What follows belongs to an exercise in optimizing a design on an open flow for small area and a short achievable clock period; a production flow would make more cautious choices.
RTL that was checked went through simulation tests only; none was proved equivalent to the original.
No activity file was given, so power comes from the tool's default toggle rates.

// riscv_ex_mem_wb
module riscv_ex_mem_wb #(
   parameter int DMEM_WORDS = 64
) (
   input  logic        clk,
   input  logic        reset,
   input  logic [31:0] PC_ID,
   input  logic [31:0] IMM_ID,
   input  logic [31:0] REG_DATA1_ID,
   input  logic [31:0] REG_DATA2_ID,
   input  logic [2:0]  FUNCT3_ID,
   input  logic [6:0]  FUNCT7_ID,
   input  logic [6:0]  OPCODE_ID,
   input  logic [4:0]  RD_ID,
   input  logic [4:0]  RS1_ID,
   input  logic [4:0]  RS2_ID,
   output logic        IF_ID_write,
   output logic        PC_write,
   output logic        PCSrc,
   output logic [31:0] PC_Branch,
   output logic        RegWrite_WB,
   output logic [31:0] ALU_DATA_WB,
   output logic [4:0]  RD_WB
);
export LEC_CHECK = 0
export CAP_MARGIN = 20
export CORE_MARGIN = 2
export CORE_UTILIZATION = 40
export CTS_CLUSTER_DIAMETER = 80
export CTS_CLUSTER_SIZE = 26
export SETUP_SLACK_MARGIN = 3.2
export SLEW_MARGIN = 20
create_clock -name core_clock -period 7.2 [get_ports {clk}]
standard.sh (not shown) runs the stock make flow with config.mk's settings and CLKGATE_MAP_FILE= SYNTH_SCRIPT=/design/flow/synth_recipe.tcl, a recipe that flattens the netlist after the stock synthesis.
==> flow/flow/run.sh <==
#!/bin/bash
# The standard layout, with plain buffers (buf_2) on the ports instead of the delay-cell
# buffers buffer_ports picks by default. Every port still gets its own buffer.
set -euo pipefail
export BUFFER_PORTS_ARGS="-buffer_cell sky130_fd_sc_hd__buf_2"
bash standard.sh > standard_flow.log 2>&1
The baseline finished with timing, DRC and antenna clean.
==> next run, changes <==
- CORE_UTILIZATION: 40 -> 55
The new run ran to the end with no violations.
Total power fell by 0.55%.
Utilization went up by 16 points.
Final area falls by about 1.2%.
Sequential share of layout area grows by 0.77 points.
==> next run, changes <==
==> flow/run.sh (new file) <==
#!/bin/bash
# synth_recipe.tcl (not shown) runs the flow's synth.tcl, then flattens the netlist and writes it again
# the make line also repeats each setting of config.mk as NAME=value (left out here)
make -C /OpenROAD-flow-scripts/flow DESIGN_CONFIG=/design/flow/config.mk WORK_HOME=/design/flow/orfs CLKGATE_MAP_FILE= SYNTH_SCRIPT=/design/flow/synth_recipe.tcl finish
- CORE_UTILIZATION: 55 -> 40
removed: flow/flow/run.sh
removed: flow/standard.sh
Result: Hold slack degrades by 0.0064 ns; design area increases by 2.7%; total power is higher by 3.3%; wire length increases by 4.5%; die area climbs by 37%; global-route usage came out lower by 13 points; maximum frequency drops by 3.1%.

* * *

## nickel
riscv_ex_mem_wb, a different RTL version from the one above (not shown whole).
Size in the first run: about 6000 cells after synthesis, roughly 240 I/O pins, ~0.094 mm^2 of cells after synthesis.
Design riscv_ex_mem_wb, start of the top module:
module riscv_ex_mem_wb #(
   parameter int DMEM_WORDS = 64
) (
   input  logic        clk,
   input  logic        reset,
   input  logic [31:0] PC_ID,
   input  logic [31:0] IMM_ID,
   input  logic [31:0] REG_DATA1_ID,
   input  logic [31:0] REG_DATA2_ID,
   input  logic [2:0]  FUNCT3_ID,
   input  logic [6:0]  FUNCT7_ID,
   input  logic [6:0]  OPCODE_ID,
   input  logic [4:0]  RD_ID,
   input  logic [4:0]  RS1_ID,
   input  logic [4:0]  RS2_ID,
   output logic        IF_ID_write,
   output logic        PC_write,
   output logic        PCSrc,
   output logic [31:0] PC_Branch,
   output logic        RegWrite_WB,
   output logic [31:0] ALU_DATA_WB,
   output logic [4:0]  RD_WB
);
==> flow/config.mk <==
export PLATFORM = sky130hd
export DESIGN_NAME = riscv_ex_mem_wb
export DESIGN_NICKNAME = riscv_ex_mem_wb
export VERILOG_FILES = /design/flow/design.v
export SDC_FILE = /design/flow/constraint.sdc
export NUM_CORES = 4
export LEC_CHECK = 0
export CAP_MARGIN = 20
export CORE_MARGIN = 2
export CORE_UTILIZATION = 40
export SLEW_MARGIN = 20
==> flow/constraint.sdc <==
create_clock -name core_clock -period 7.2 [get_ports {clk}]
set_input_delay 1.4400 -clock core_clock [delete_from_list [all_inputs] [get_ports {clk}]]
set_output_delay 1.4400 -clock core_clock [all_outputs]
set_load 0.01 [all_outputs]
run.sh (not shown) runs the stock make flow with config.mk's settings and CLKGATE_MAP_FILE= SYNTH_SCRIPT=/design/flow/synth_recipe.tcl, a recipe that flattens the netlist after the stock synthesis.
Stock flow here: none of the scripts above is used.
The inputs of willow differ from those of nickel as listed below.
- SETUP_SLACK_MARGIN newly set to 4.0
Findings:
On share of the synthesized netlist area taken by xor and xnor gates, nickel tracks willow almost exactly.
Against nickel as the reference, willow delivers a higher worst setup slack.
Sort nickel and willow by relative area of clock buffers and inverters in the final design asc -> top: willow
Changes observed in willow relative to nickel: cell area after layout saw an increase, fraction of final layout cells sized beyond drive strength 1 saw an increase, register-to-register slack climbed 1.23 ns, minimum hold slack shows no meaningful change.
Achievable clock frequency on willow is up relative to nickel.
Function was not checked in any run of this note: the RTL went through the layout flow alone.

* * *

Setup of build 71:
Another version of the RTL of riscv_ex_mem_wb (not shown whole).
For scale: about 6100 cells after synthesis, ~2400 flip-flops, roughly 94000 sq um of cells after synthesis.
Design riscv_ex_mem_wb, start of the top module:
module riscv_ex_mem_wb #(
   parameter int DMEM_WORDS = 64
) (
   input  logic        clk,
   input  logic        reset,
   input  logic [31:0] PC_ID,
   input  logic [31:0] IMM_ID,
   input  logic [31:0] REG_DATA1_ID,
   input  logic [31:0] REG_DATA2_ID,
   input  logic [2:0]  FUNCT3_ID,
   input  logic [6:0]  FUNCT7_ID,
   input  logic [6:0]  OPCODE_ID,
   input  logic [4:0]  RD_ID,
   input  logic [4:0]  RS1_ID,
   input  logic [4:0]  RS2_ID,
   output logic        IF_ID_write,
   output logic        PC_write,
   output logic        PCSrc,
   output logic [31:0] PC_Branch,
   output logic        RegWrite_WB,
   output logic [31:0] ALU_DATA_WB,
   output logic [4:0]  RD_WB
);
==> flow/config.mk <==
export PLATFORM = sky130hd
export DESIGN_NAME = riscv_ex_mem_wb
export DESIGN_NICKNAME = riscv_ex_mem_wb
export VERILOG_FILES = /design/flow/design.v
export SDC_FILE = /design/flow/constraint.sdc
export NUM_CORES = 4
export LEC_CHECK = 0
export CAP_MARGIN = 20
export CORE_MARGIN = 2
export CORE_UTILIZATION = 40
export CTS_CLUSTER_DIAMETER = 80
export CTS_CLUSTER_SIZE = 26
export SETUP_SLACK_MARGIN = 3.45
export SLEW_MARGIN = 20
export TNS_END_PERCENT = 10
==> flow/constraint.sdc <==
create_clock -name core_clock -period 7.2 [get_ports {clk}]
set_input_delay 1.4400 -clock core_clock [delete_from_list [all_inputs] [get_ports {clk}]]
set_output_delay 1.4400 -clock core_clock [all_outputs]
set_load 0.01 [all_outputs]
standard.sh (not shown) runs the stock make flow with config.mk's settings and CLKGATE_MAP_FILE= SYNTH_SCRIPT=/design/flow/synth_recipe.tcl, a recipe that flattens the netlist after the stock synthesis.
==> flow/flow/run.sh <==
#!/bin/bash
# The standard layout, with two changes to how it is made:
#  - plain buffers (buf_2) on the ports instead of the delay-cell buffers buffer_ports picks
#    by default (every port still gets its own buffer);
#  - no adder-cell mapping in synthesis (ADDER_MAP_FILE empty), so ABC maps the RTL's
#    prefix adders itself. Registers are untouched by this.
set -euo pipefail
export BUFFER_PORTS_ARGS="-buffer_cell sky130_fd_sc_hd__buf_2"
export ADDER_MAP_FILE=""
bash standard.sh > standard_flow.log 2>&1
Build 71 finished all stages; the layout is clean.
Setup changes, build 71 to build 18
Settings: a deleted TNS_END_PERCENT that had been 10; a change of SETUP_SLACK_MARGIN from 3.45 to 3.3.
==> summary.txt <==
Build 18 completed end to end with timing, DRC and antenna clean. Per the comparison of build 18 with build 71, routed wire length up about 1%; number of clock buffers inserted by TritonCTS shows an increase of 5. In terms of internal portion of total power, build 18 and build 71 differ only marginally. Comparing build 18 and build 71, the lower worst path arrival time is on build 18. On number of placed instances, taps included, build 18 and build 71 are basically level. Detailed-route wire length on metal 1 across build 18 and build 71: no real change. As far as final antenna-violating net count goes, build 18 and build 71 are indistinguishable; the numbers are identical. Total power consumption of the routed design: lower on build 71. Synthesis-to-finish area growth of build 71 is on par with build 18.
Modified inputs, build 27 compared to build 18
Settings: a change of SETUP_SLACK_MARGIN from 3.3 to 3.45.
--- outcome ---
Between build 18 and build 27, the wire length figures differ only marginally.
Going from build 18 to build 27, worst setup skew after layout shows a reduction of 0.058 ns; number of non-clock buffers in the layout shows an increase of 59; period utilization shows a reduction of 1.0 points.
Here is what was changed in the inputs of build 33 compared with build 27.
Settings: ABC_AREA: unset -> 1.
### Flow results
Build 27 went all the way through synthesis, placement and routing and the layout is clean on timing, DRC and antenna. Build 33 has completed all stages; timing, DRC and antenna checks passed. Cell type of the slowest stage on the worst timing path: sky130_fd_sc_hd__and3_4 -> build 33, sky130_fd_sc_hd__dfxtp_1 -> build 27. From build 27 to build 33 the numbers moved as follows: sequential share of layout area up 0.56 points; synthesized cell count up 1463; critical path depth down 1; cell area down 940 sq um.
diff inputs: build 33 => build 83
Settings: removing ABC_AREA (formerly 1); changing SETUP_SLACK_MARGIN from 3.45 to 3.6.
--- outcome ---
- Build 33 has a higher count of buffering cells on the critical path with inverters included than build 83.
- A type of the setup path with the least slack of in -> out is what build 33 shows, while reg -> reg belongs to build 83.
- Compared with build 33, in build 83 die area shows a reduction of 2700 sq um, total routing usage reported by global routing shows an increase of 2.2 points, cell area shows an increase of 1.6%.

-- re-timing with driven ports --
No port has a modelled driver above. Below, the same layouts with a new extraction and two added sets of constraints.
Step 1 sets driving cells, clkbuf_16 on the clock port and buf_2 on the other inputs (assumed; they add their load-dependent delay and slew).
Step 2 times the ports against the registers' clock, not the clock port: input delays grow and output delays shrink by t, the midpoint of the rising clock arrivals with the driver on.
Three values: no drivers, after step 1, after step 2; two values: the first two.
| run | shift t [ns] | setup slack, ns | clock arrival spread, ns |
|---|---|---|---|
| the first run of note 1 | 0.908 | 3.135 / 3.135 / 2.579 | 0.121 / 0.120 |
| the second run of note 1 | 0.917 | 3.041 / 3.041 / 2.694 | 0.120 / 0.120 |
| the third run of note 1 | 0.932 | 2.905 / 2.905 / 2.590 | 0.066 / 0.066 |
| nickel | 1.016 | 1.960 / 1.960 / 1.960 | 0.116 / 0.116 |
| willow | 0.994 | 3.145 / 3.063 / 3.063 | 0.102 / 0.102 |
| build 71 | 0.915 | 3.012 / 3.012 / 2.489 | 0.118 / 0.118 |
| build 18 | 0.922 | 3.174 / 3.174 / 2.610 | 0.132 / 0.132 |
| build 27 | 0.915 | 3.250 / 3.232 / 2.588 | 0.076 / 0.076 |
| build 33 | 0.914 | 3.072 / 3.040 / 2.807 | 0.119 / 0.119 |
| build 83 | 0.915 | 3.102 / 3.102 / 2.491 | 0.082 / 0.082 |
After both steps setup and hold are still met in every run listed. For build 27, which loses most, drivers alone change the setup slack by -0.018 ns; drivers and shift together by -0.662 ns.
